This is an optimization exercise on Yosys and OpenROAD, whose aim is small area, a short achievable clock period and few clock cycles per item, not a production implementation.
The RTL was checked by simulation tests, not by an equivalence proof against the original design.
Power figures rest on the tool's default switching activity, not on a simulated workload.

==> inputs of run a <==
// yuv2rgb_top
module yuv2rgb_top
(
	input logic CLOCK_50_I,
	input logic resetn,
	input logic in_valid,
	output logic in_ready,
	input logic [7:0] y,
	input logic [7:0] u,
	input logic [7:0] v,
	output logic out_valid,
	input logic out_ready,
	output logic [7:0] r,
	output logic [7:0] g,
	output logic [7:0] b
);
make LEC_CHECK=0 ABC_CLOCK_PERIOD_IN_PS=3500 CAP_MARGIN=20 CORE_MARGIN=2 CORE_UTILIZATION=40 SETUP_SLACK_MARGIN=4.5 SLEW_MARGIN=20 SYNTH_HIERARCHICAL=1 finish   # period 8.0 ns
run.sh (not shown) runs the stock make flow with config.mk's settings and CLKGATE_MAP_FILE= SYNTH_SCRIPT=/design/flow/synth_recipe.tcl, a recipe that flattens the netlist after the stock synthesis.
==> inputs of run b, as changes to run a <==
--- a/flow/config.mk
+++ b/flow/config.mk
@@ -11,3 +11,3 @@
 export CORE_UTILIZATION = 40
-export SETUP_SLACK_MARGIN = 4.5
+export SETUP_SLACK_MARGIN = 4.0
 export SLEW_MARGIN = 20
==> comparison <==
Run a produced a clean layout. Run b passed the timing, design-rule and antenna checks.
Maximum frequency: run a is higher than run b (0.45%).
In die area, run b and run a do not differ.
Clock power is about the same in run a and run b.
Against run a, the non-clock buffer count of run b is higher by 10.
Synthesized cell count is the same in run b and run a.
==> figures <==
                                                                     run a                    run b
Outcome                                            complete, no violations  complete, no violations
GPL Wtd Cong                                                         0.892                    0.840
Cell Count, Final, Fillers Out                                        1087                     1097
Pwr dens                                                        325 mW/mm2               330 mW/mm2
Highest clock frequency the design can meet                        228 MHz                  227 MHz
Met2 track demand over resource in global routing                    36.6%                    36.7%
Cell area after placement                                      0.00917 mm2              0.00912 mm2
Number of nets in the final layout                                    1095                     1105
Drt initial violations                                                 303                      300
Depth of the worst register-to-register path                            15                       13
Worst setup slack for register-to-register paths                   3620 ps                  3600 ps
Testbench counts of run a, summed over its fixed seeds: cycles 32,016, pixels 32,000.
Testbench counts of run b, summed over its fixed seeds: cycles 32,016, pixels 32,000.

========
==> inputs of v13 <==
yuv2rgb_top, a different RTL version from the one above (not shown whole).
Settings: LEC_CHECK=0, CAP_MARGIN=20, CORE_MARGIN=2, CORE_UTILIZATION=40, SETUP_SLACK_MARGIN=4.2, SLEW_MARGIN=20, SYNTH_HIERARCHICAL=1; clock period 8.0 ns.
standard.sh (not shown) runs the stock make flow with config.mk's settings and CLKGATE_MAP_FILE= SYNTH_SCRIPT=/design/flow/synth_recipe.tcl, a recipe that flattens the netlist after the stock synthesis.
==> flow/flow/run.sh <==
#!/bin/bash
# The standard layout (standard.sh: ORFS synthesis to final layout), with one
# change: the buffers that buffer_ports puts on every input and output port are
# plain sky130_fd_sc_hd__buf_1 cells instead of the default (a slow delay
# buffer).  Every port still gets its own buffer; the resizer may resize them.
set -euo pipefail
bash standard.sh "BUFFER_PORTS_ARGS=-buffer_cell sky130_fd_sc_hd__buf_1" finish > flow_standard.log 2>&1
==> inputs of v18, as changes to v13 <==
Settings changed: CORE_UTILIZATION 40 to 60, PLACE_DENSITY from default to 0.75, SETUP_SLACK_MARGIN 4.2 to 4.3.
==> notes.md <==
| item | v13 | v18 |
|---|---|---|
| Die Outline Area | 24,600 um2 | 16,600 um2 |
| Post-CTS setup buffers | 38 | 48 |
| Sum of routed wire segments on met1 | 8780 um | 8550 um |
| Run status | no timing/DRC/antenna violations | no timing/DRC/antenna violations |
| Overall track demand over capacity in global routing | 16.7% | 26.1% |
| P_comb | 2.77 mW | 2.94 mW |
| DR pass1 iterations | 5 | 7 |
| Detailed-routed wire length on met3 | 524 um | 1090 um |
| Share of the final layout cell area in multi-input gates | 62.4% | 62.2% |
| Endpoint of the lowest-slack register-to-register path | gq_w[7]$_DFFE_PP_ | gq_w[5]$_DFFE_PP_ |
| Nets@finish | 1,211 | 1,234 |
| Fraction of area in clock buffers and inverters | 2.96% | 3.30% |
| Die extent in y | 157 um | 129 um |
| Switching power | 1.80 mW | 1.88 mW |
| Die X-Extent | 157 um | 129 um |
| Met1 routing resource usage after global routing | 22.0% | 34.0% |
| Detailed-route wire length per cell | 13.9 um | 16.2 um |
| Tmin final | 3.75 ns | 3.64 ns |
| Global-route wire length before repair | 31,900 um | 33,200 um |
Testbench counts of v13, summed over its fixed seeds: cycles 32,016, pixels 32,000.
Testbench counts of v18, summed over its fixed seeds: cycles 32,016, pixels 32,000.

[re-timing with driven ports]
The flow's constraints put no driver on any port. The routed layouts listed below were extracted and timed again, unchanged, in two steps. Step 1 assumes that a clkbuf_16 drives the clock port and a buf_2 every other input. Step 2 also shifts input and output timing later by t, the mid clock arrival at the registers, as if the neighbouring blocks saw the same clock. Three values: ideal, step 1, step 2; two values: the first two.
run | t, ns | setup WS [ns] | hold WS [ns] | worst setup path at the end | latest minus earliest clock arrival (ns)
run a | 0.355 | 3.615 / 3.615 / 3.615 | 0.500 / 0.500 / 0.500 | register to register | 0.014 / 0.014
run b | 0.357 | 3.596 / 3.596 / 3.596 | 0.507 / 0.507 / 0.507 | register to register | 0.015 / 0.015
v13 | 0.391 | 4.251 / 4.275 / 3.884 | 0.490 / 0.490 / 0.490 | input to register | 0.019 / 0.019
v18 | 0.392 | 4.357 / 4.353 / 3.962 | 0.485 / 0.485 / 0.485 | input to register | 0.011 / 0.011
After both steps setup and hold are still met in every run listed. For v18, which loses most, drivers alone change the setup slack by -0.004 ns; drivers and shift together by -0.395 ns.
